From an optimization exercise on the open Yosys and OpenROAD flow, aimed at small area and a short achievable clock period; shortcuts taken in it are not production practice. Only simulation tests tie the RTL to the original design; equivalence was not proved. The clock input has no modelled driver; a real chip could not lean on it and would need a root buffer or a full tree. No activity file was given, so power comes from the tool's default toggle rates.

## red
## router
module router #(
    parameter router_pkg::coord_t cur_x = '0,
    parameter router_pkg::coord_t cur_y = '0
) (
    input  logic              clk,
    input  logic              rst,
    input  router_pkg::flit_t in_xpos,
    input  logic              in_xpos_valid,
    input  router_pkg::flit_t in_ypos,
    input  logic              in_ypos_valid,
    input  router_pkg::flit_t inject_xpos,
    input  logic              inject_xpos_valid,
    input  router_pkg::flit_t inject_ypos,
    input  logic              inject_ypos_valid,
    output router_pkg::flit_t out_xpos,
    output logic              out_xpos_valid,
    output router_pkg::flit_t out_ypos,
    output logic              out_ypos_valid,
    output router_pkg::flit_t eject_xpos,
    output logic              eject_xpos_valid,
    output router_pkg::flit_t eject_ypos,
    output logic              eject_ypos_valid
);
Size in the first run: ~3100 flip-flops, ~110000 µm² of cells after synthesis.
==> flow/config.mk <==
export PLATFORM = sky130hd
export DESIGN_NAME = router
export DESIGN_NICKNAME = router
export VERILOG_FILES = /design/flow/design.v
export SDC_FILE = /design/flow/constraint.sdc
export NUM_CORES = 4
export LEC_CHECK = 0
export CAP_MARGIN = 20
export CORE_MARGIN = 2
export CORE_UTILIZATION = 65
export MAX_ROUTING_LAYER = met4
export SETUP_SLACK_MARGIN = 2.6
export SLEW_MARGIN = 20
==> flow/constraint.sdc <==
create_clock -name core_clock -period 4.5 [get_ports {clk}]
set_input_delay 0.9000 -clock core_clock [delete_from_list [all_inputs] [get_ports {clk}]]
set_output_delay 0.9000 -clock core_clock [all_outputs]
set_load 0.01 [all_outputs]
standard.sh (not shown) runs the stock make flow with config.mk's settings and CLKGATE_MAP_FILE= SYNTH_SCRIPT=/design/flow/synth_recipe.tcl, a recipe that flattens the netlist after the stock synthesis.
==> flow/flow/run.sh <==
#!/bin/bash
# Standard ORFS layout with a few changes to how it is made:
#  - port buffers are plain buffers rather than the resizer's default pick
#  - the clock tree is a three-level tree built by flow/cts_hook.tcl in
#    place of TritonCTS (four root buffers fed by the clock port, sixteen
#    mid buffers, leaf buffers of at most 22 flip-flops each)
#  - before timing repair at that step, output-port flip-flops get their
#    other loads split off behind a buffer and their port buffers moved next
#    to them (flow/split_loads.tcl)
#  - timing repair may resize a cell to a different footprint
# make's full output (every tool it runs) goes to flow_make.log here; ORFS
# also keeps each step's own log under orfs/logs.
set -euo pipefail
export BUFFER_PORTS_ARGS="-buffer_cell sky130_fd_sc_hd__buf_2"
export PRE_CTS_TCL="$PWD/flow/cts_hook.tcl"
bash standard.sh MATCH_CELL_FOOTPRINT=0 finish > flow_make.log 2>&1
==> flow/flow/cts_hook.tcl <==
# Runs in place of TritonCTS inside ORFS's cts step (sourced as PRE_CTS_TCL):
# builds a three-level clock tree by hand, then does the rest of cts.tcl's work
# (legalize, timing repair, write the step's results) and ends the step.
# Before the repair it also shortens the paths to the output ports: a
# flip-flop that drives a port's buffer and other cells gets the other cells
# behind a buffer of their own, and each port's buffer moves next to its
# flip-flop so that the buffer drives the wire to the pin.
source [file join [file dirname [info script]] manual_cts.tcl]
source [file join [file dirname [info script]] split_loads.tcl]
# cts.tcl only sets these after this hook
set_dont_use $::env(DONT_USE_CELLS)

mcts_build3 clk 22 16 4 sky130_fd_sc_hd__clkbuf_16 sky130_fd_sc_hd__buf_12 sky130_fd_sc_hd__buf_16
split_port_flop_loads sky130_fd_sc_hd__buf_2
pull_port_buffers
set_propagated_clock [all_clocks]

estimate_parasitics -placement
set_placement_padding -global \
  -left $::env(CELL_PAD_IN_SITES_DETAIL_PLACEMENT) \
  -right $::env(CELL_PAD_IN_SITES_DETAIL_PLACEMENT)
detailed_placement
estimate_parasitics -placement
report_clock_latency
repair_timing_helper
detailed_placement
check_placement -verbose
report_metrics 4 "cts final"
orfs_write_db $::env(RESULTS_DIR)/4_1_cts.odb
orfs_write_sdc $::env(RESULTS_DIR)/4_cts.sdc
exit
Other scripts of this flow, unchanged in this note and not shown: flow/flow/manual_cts.tcl, flow/flow/split_loads.tcl
Relative to red, the following input files were edited for blue:
==> flow/flow/run.sh <==
#!/bin/bash
# Standard ORFS layout with a few changes to how it is made:
#  - port buffers are plain buffers rather than the resizer's default pick
#  - the clock tree is a three-level tree built by flow/cts_hook.tcl in
#    place of TritonCTS (four root buffers fed by the clock port, sixteen
#    mid buffers, leaf buffers of at most 26 flip-flops each)
#  - before timing repair at that step, output-port flip-flops get their
#    other loads split off behind a buffer and their port buffers moved next
#    to them (flow/split_loads.tcl)
#  - timing repair may resize a cell to a different footprint
# make's full output (every tool it runs) goes to flow_make.log here; ORFS
# also keeps each step's own log under orfs/logs.
set -euo pipefail
export BUFFER_PORTS_ARGS="-buffer_cell sky130_fd_sc_hd__buf_1"
export PRE_CTS_TCL="$PWD/flow/cts_hook.tcl"
bash standard.sh MATCH_CELL_FOOTPRINT=0 finish > flow_make.log 2>&1
-- flow/flow/cts_hook.tcl --
<<< red, line 11
set_dont_use $::env(DONT_USE_CELLS)

mcts_build3 clk 22 16 4 sky130_fd_sc_hd__clkbuf_16 sky130_fd_sc_hd__buf_12 sky130_fd_sc_hd__buf_16
split_port_flop_loads sky130_fd_sc_hd__buf_2
pull_port_buffers
>>> blue, line 11
set_dont_use $::env(DONT_USE_CELLS)

mcts_build3 clk 26 16 4 sky130_fd_sc_hd__clkbuf_16 sky130_fd_sc_hd__buf_12 sky130_fd_sc_hd__buf_16
split_port_flop_loads sky130_fd_sc_hd__buf_2
pull_port_buffers
-- flow/config.mk --
<<< red, line 8
export CAP_MARGIN = 20
export CORE_MARGIN = 2
export CORE_UTILIZATION = 65
export MAX_ROUTING_LAYER = met4
export SETUP_SLACK_MARGIN = 2.6
>>> blue, line 8
export CAP_MARGIN = 20
export CORE_MARGIN = 2
export CORE_UTILIZATION = 70
export MAX_ROUTING_LAYER = met4
export SETUP_SLACK_MARGIN = 2.6
==> run notes <==
Flow for blue halted at 5_2_route, error code DRT-0255.
blue vs red on area after detailed placement: blue is the lower one.
Going from red to blue, global-route track usage on met1 saw an increase, placer's final routability congestion estimate moved up, number of placed I/O pins held, half-perimeter wire length after detailed placement shrank by 2.8%, multiplexer area fraction after synthesis ~0 delta.
[compare] base=red new=blue: number of buffers inserted by port buffering roughly the same; horizontal extent of the die lower; met3 usage in global routing higher.
Higher number of rows in the core area among blue and red: red
For green, these inputs were changed with respect to blue:
-- flow/flow/run.sh --
<<< blue, line 12
# also keeps each step's own log under orfs/logs.
set -euo pipefail
export BUFFER_PORTS_ARGS="-buffer_cell sky130_fd_sc_hd__buf_1"
export PRE_CTS_TCL="$PWD/flow/cts_hook.tcl"
bash standard.sh MATCH_CELL_FOOTPRINT=0 finish > flow_make.log 2>&1
>>> green, line 12
# also keeps each step's own log under orfs/logs.
set -euo pipefail
export BUFFER_PORTS_ARGS="-buffer_cell sky130_fd_sc_hd__buf_2"
export PRE_CTS_TCL="$PWD/flow/cts_hook.tcl"
bash standard.sh MATCH_CELL_FOOTPRINT=0 finish > flow_make.log 2>&1
-- flow/config.mk --
<<< blue, line 8
export CAP_MARGIN = 20
export CORE_MARGIN = 2
export CORE_UTILIZATION = 70
export MAX_ROUTING_LAYER = met4
export SETUP_SLACK_MARGIN = 2.6
export SLEW_MARGIN = 20
>>> green, line 8
export CAP_MARGIN = 20
export CORE_MARGIN = 2
export CORE_UTILIZATION = 65
export MAX_ROUTING_LAYER = met4
export SETUP_SLACK_MARGIN = 2.65
export SLEW_MARGIN = 20
[summary]
Sort blue and green by total half-perimeter wirelength after legalization and detailed placement, ascending, and blue comes first. Buffer count from post-CTS setup fixing, blue and green: larger value in green. green vs blue: pin count of the biggest net entering global routing up in green. green | status: complete | timing, DRC, antenna: pass.
Edits applied to the flow inputs when going from green to orange:
-- flow/config.mk --
<<< green, line 8
export CAP_MARGIN = 20
export CORE_MARGIN = 2
export CORE_UTILIZATION = 65
export MAX_ROUTING_LAYER = met4
export SETUP_SLACK_MARGIN = 2.65
export SLEW_MARGIN = 20
>>> orange, line 8
export CAP_MARGIN = 20
export CORE_MARGIN = 2
export CORE_UTILIZATION = 70
export MAX_ROUTING_LAYER = met4
export SETUP_SLACK_MARGIN = 2.6
export SLEW_MARGIN = 20
[summary]
orange vs green, initial standard-cell utilization of the core went up by 5.3 points. Between green and orange, the flow reports initial antenna violation count increasing by more than a quarter. orange against green: first-pass GRT wire length lost about 1.4%, fraction of met3 tracks used by global routing increased 3.2 points. What ended orange was a tool error in 5_2_route; the run never finished.
In red and green the design's own scripts or RTL, not TritonCTS, make the clock network.

* * *

Another version of the RTL of router (not shown whole).
Size in the first run: about 6,100 cells after synthesis, roughly 3,100 flip-flops, ~660 I/O pins.
clock: 4.5 ns
lec_check: 0
cap_margin: 20
core_margin: 2
core_utilization: 65
max_routing_layer: met4
setup_slack_margin: 2.75
slew_margin: 20
==> flow/flow/run.sh <==
#!/bin/bash
# Standard ORFS layout with a few changes to how it is made:
#  - port buffers are plain buffers rather than the resizer's default pick
#  - the clock tree is a three-level tree built by flow/cts_hook.tcl in
#    place of TritonCTS (four root buffers fed by the clock port, sixteen
#    mid buffers, leaf buffers of at most 26 flip-flops each)
#  - before timing repair at that step, output-port flip-flops get their
#    other loads split off behind a buffer and their port buffers moved next
#    to them (flow/split_loads.tcl)
#  - timing repair may resize a cell to a different footprint
# make's full output (every tool it runs) goes to flow_make.log here; ORFS
# also keeps each step's own log under orfs/logs.
set -euo pipefail
export BUFFER_PORTS_ARGS="-buffer_cell sky130_fd_sc_hd__buf_2"
export PRE_CTS_TCL="$PWD/flow/cts_hook.tcl"
bash standard.sh MATCH_CELL_FOOTPRINT=0 finish > flow_make.log 2>&1
Other scripts of this flow, unchanged in this note and not shown: flow/flow/cts_hook.tcl, flow/flow/manual_cts.tcl, flow/flow/split_loads.tcl
The baseline finished clean.
Rerun with:
--- a/flow/flow/run.sh
+++ b/flow/flow/run.sh
@@ -12,5 +12,5 @@
 # also keeps each step's own log under orfs/logs.
 set -euo pipefail
-export BUFFER_PORTS_ARGS="-buffer_cell sky130_fd_sc_hd__buf_2"
+export BUFFER_PORTS_ARGS="-buffer_cell sky130_fd_sc_hd__buf_1"
 export PRE_CTS_TCL="$PWD/flow/cts_hook.tcl"
 bash standard.sh MATCH_CELL_FOOTPRINT=0 finish > flow_make.log 2>&1
Settings changed: SETUP_SLACK_MARGIN 2.75 to 2.6.
=>
- Now the flow completed and failed the layout checks on antenna violations
- global-route usage fell by 2.3 points
- core utilization fell by 3.5 points
- power fell by about 1.4%
- worst setup slack is better by 0.065 ns
- wire length fell by about 8%
- via count fell by about 4.4%
Rerun with:
--- a/flow/flow/run.sh
+++ b/flow/flow/run.sh
@@ -12,5 +12,5 @@
 # also keeps each step's own log under orfs/logs.
 set -euo pipefail
-export BUFFER_PORTS_ARGS="-buffer_cell sky130_fd_sc_hd__buf_1"
+export BUFFER_PORTS_ARGS="-buffer_cell sky130_fd_sc_hd__buf_2"
 export PRE_CTS_TCL="$PWD/flow/cts_hook.tcl"
 bash standard.sh MATCH_CELL_FOOTPRINT=0 finish > flow_make.log 2>&1
Settings changed: SETUP_SLACK_MARGIN 2.6 to 2.5.
Effect: With this change the flow passed the timing, design-rule and antenna checks; utilization decreases by 1.2 points; design area shrinks by 1.5%; via count came out lower by 0.69%; final cell count hardly moves; routed wire length is lower by 0.52%; sequential power stays flat; global-route usage came out lower by 0.55 points; area after synthesis does not change; total power shrinks by 0.93%.
Rerun with:
Settings changed: SETUP_SLACK_MARGIN 2.5 to 2.6.
After rerunning: The new run completed without violations; cell area grows by 2.2%; sequential share of layout area shrinks by 1.3 points; worst setup slack gains 0.11 ns; power grows by 1.1%; die area does not change; first-iteration DRC count grows by 11%; hold slack loses 0.0036 ns.
No run of this note takes its clock network from TritonCTS; it comes from the design's own scripts or RTL.

* * *

Another version of the RTL of router (not shown whole).
For scale: about 6,200 cells after synthesis, roughly 660 I/O pins, ~110,000 µm² of cells after synthesis.
Settings: LEC_CHECK=0, CAP_MARGIN=20, CORE_MARGIN=2, CORE_UTILIZATION=65, SETUP_SLACK_MARGIN=2.7, SLEW_MARGIN=20; clock period 4.5 ns.
==> flow/flow/run.sh <==
#!/bin/bash
# Standard ORFS layout with a few changes to how it is made:
#  - port buffers are plain buffers rather than the resizer's default pick
#  - the clock tree is a two-level tree built by flow/cts_hook.tcl in place
#    of TritonCTS (four root buffers fed by the clock port, leaf buffers of
#    at most 28 flip-flops each)
#  - timing repair may resize a cell to a different footprint
# make's full output (every tool it runs) goes to flow_make.log here; ORFS
# also keeps each step's own log under orfs/logs.
set -euo pipefail
export BUFFER_PORTS_ARGS="-buffer_cell sky130_fd_sc_hd__buf_2"
export PRE_CTS_TCL="$PWD/flow/cts_hook.tcl"
bash standard.sh MATCH_CELL_FOOTPRINT=0 finish > flow_make.log 2>&1
==> flow/flow/cts_hook.tcl <==
# Runs in place of TritonCTS inside ORFS's cts step (sourced as PRE_CTS_TCL):
# builds a two-level clock tree by hand, then does the rest of cts.tcl's work
# (legalize, timing repair, write the step's results) and ends the step.
source [file join [file dirname [info script]] manual_cts.tcl]

mcts_build clk 28 4 sky130_fd_sc_hd__clkbuf_16 sky130_fd_sc_hd__clkbuf_16
set_propagated_clock [all_clocks]

estimate_parasitics -placement
set_placement_padding -global \
  -left $::env(CELL_PAD_IN_SITES_DETAIL_PLACEMENT) \
  -right $::env(CELL_PAD_IN_SITES_DETAIL_PLACEMENT)
detailed_placement
estimate_parasitics -placement
report_clock_latency
repair_timing_helper
detailed_placement
check_placement -verbose
report_metrics 4 "cts final"
orfs_write_db $::env(RESULTS_DIR)/4_1_cts.odb
orfs_write_sdc $::env(RESULTS_DIR)/4_cts.sdc
exit
Other scripts of this flow, unchanged in this note and not shown: flow/flow/manual_cts.tcl
The first run never finished: it broke off in final report (6_report).
==> next run, changes <==
--- a/flow/flow/cts_hook.tcl
+++ b/flow/flow/cts_hook.tcl
@@ -4,2 +4,4 @@
 source [file join [file dirname [info script]] manual_cts.tcl]
+# cts.tcl only sets these after this hook
+set_dont_use $::env(DONT_USE_CELLS)
 
What happened: Now the flow produced a clean layout. Wire length drops by about 0.34%. First-iteration DRC count drops by about 3.3%. Global-route usage barely changes. Synthesized cell count does not change.
==> next run, changes <==
- CORE_UTILIZATION: 65 -> 75
- MAX_ROUTING_LAYER: not set -> met4
- SETUP_SLACK_MARGIN: 2.7 -> 2.4
Result: The new run finished with timing, DRC and antenna clean; routed wire length went down by 4.7%; power went down by 1.1%; hold slack gains 0.0093 ns; die area went down by 13%; clock power is about the same; worst setup slack loses 0.068 ns; final cell count went down by about 5%; core utilization went up by 8.8 points; first-iteration DRC count went up by 14%; flip-flop and latch count stays the same; design area went down by 3.7%.
==> next run, changes <==
--- a/flow/flow/run.sh
+++ b/flow/flow/run.sh
@@ -6,2 +6,4 @@
 #    at most 28 flip-flops each)
+#  - flip-flops that drive output ports are moved next to their port
+#    buffers after global placement (flow/place_hook.tcl)
 #  - timing repair may resize a cell to a different footprint
@@ -11,2 +13,3 @@
 export BUFFER_PORTS_ARGS="-buffer_cell sky130_fd_sc_hd__buf_2"
+export POST_GLOBAL_PLACE_TCL="$PWD/flow/place_hook.tcl"
 export PRE_CTS_TCL="$PWD/flow/cts_hook.tcl"
==> flow/flow/place_hook.tcl (new file) <==
# Sourced as POST_GLOBAL_PLACE_TCL: moves each flip-flop that drives an
# output port's buffer onto that buffer, next to its pin, so the register to
# output path has a short wire; detailed placement legalizes it afterwards.
set block [ord::get_db_block]
set moved 0
foreach bt [$block getBTerms] {
  if {[$bt getIoType] ne "OUTPUT"} { continue }
  set net [$bt getNet]
  if {$net eq "NULL"} { continue }
  set buf ""
  foreach it [$net getITerms] { if {[$it isOutputSignal]} { set buf [$it getInst] } }
  if {$buf eq ""} { continue }
  set a [$buf findITerm A]
  if {$a eq "NULL" || $a eq ""} { continue }
  set n2 [$a getNet]
  if {$n2 eq "NULL"} { continue }
  set ff ""
  foreach it [$n2 getITerms] { if {[$it isOutputSignal]} { set ff [$it getInst] } }
  if {$ff eq ""} { continue }
  if {![string match "*__df*" [[$ff getMaster] getName]]} { continue }
  set loc [$buf getLocation]
  $ff setLocation [lindex $loc 0] [lindex $loc 1]
  incr moved
}
puts "place_hook: moved $moved output flip-flops next to their port buffers"
- CORE_UTILIZATION: 75 -> 65
After rerunning: The changed run finished clean. Synthesized cell count does not change. Sequential power barely changes. Power stays flat. Setup slack gains 0.042 ns. Hold slack improves by 0.038 ns.
The clock cells of the second, third and fourth runs of this note come from the design's own scripts or RTL, not from TritonCTS.

==> static timing again, ports no longer ideal <==
The flow's constraints put no driver on any port. The routed layouts listed below were extracted and timed again, unchanged, in two steps. Step 1 sets driving cells, clkbuf_16 on the clock port and buf_2 on the other inputs (assumed; they add their load-dependent delay and slew). Step 2 adds t to the input delays and takes it off the output delays; t is the mean of the earliest and latest rising clock arrival at the registers after step 1. Input paths then give back, and output paths get back, about the clock's delay inside the block. Three values: ideal, step 1, step 2; two values: the first two.
| run | t, ns | slack for setup (ns) | slew at the worst register clock pin (ns) |
|---|---|---|---|
| red | 0.744 | 2.522 / 2.320 / 1.787 | 0.09 / 0.09 |
| green | 0.732 | 2.541 / 2.347 / 1.879 | 0.11 / 0.11 |
| the first run of note 2 | 0.749 | 2.448 / 2.288 / 1.650 | 0.11 / 0.11 |
| the second run of note 2 | 0.744 | 2.513 / 2.308 / 1.708 | 0.10 / 0.10 |
| the third run of note 2 | 0.742 | 2.390 / 2.282 / 1.588 | 0.11 / 0.11 |
| the fourth run of note 2 | 0.750 | 2.505 / 2.292 / 1.813 | 0.11 / 0.11 |
| the second run of note 3 | 0.867 | 2.294 / 2.100 / 1.867 | 0.11 / 0.11 |
| the third run of note 3 | 0.859 | 2.226 / 2.034 / 1.698 | 0.11 / 0.11 |
| the fourth run of note 3 | 0.863 | 2.268 / 2.189 / 1.776 | 0.11 / 0.11 |
For the second run of note 2, which loses most, drivers alone change the setup slack by -0.205 ns; drivers and shift together by -0.805 ns.
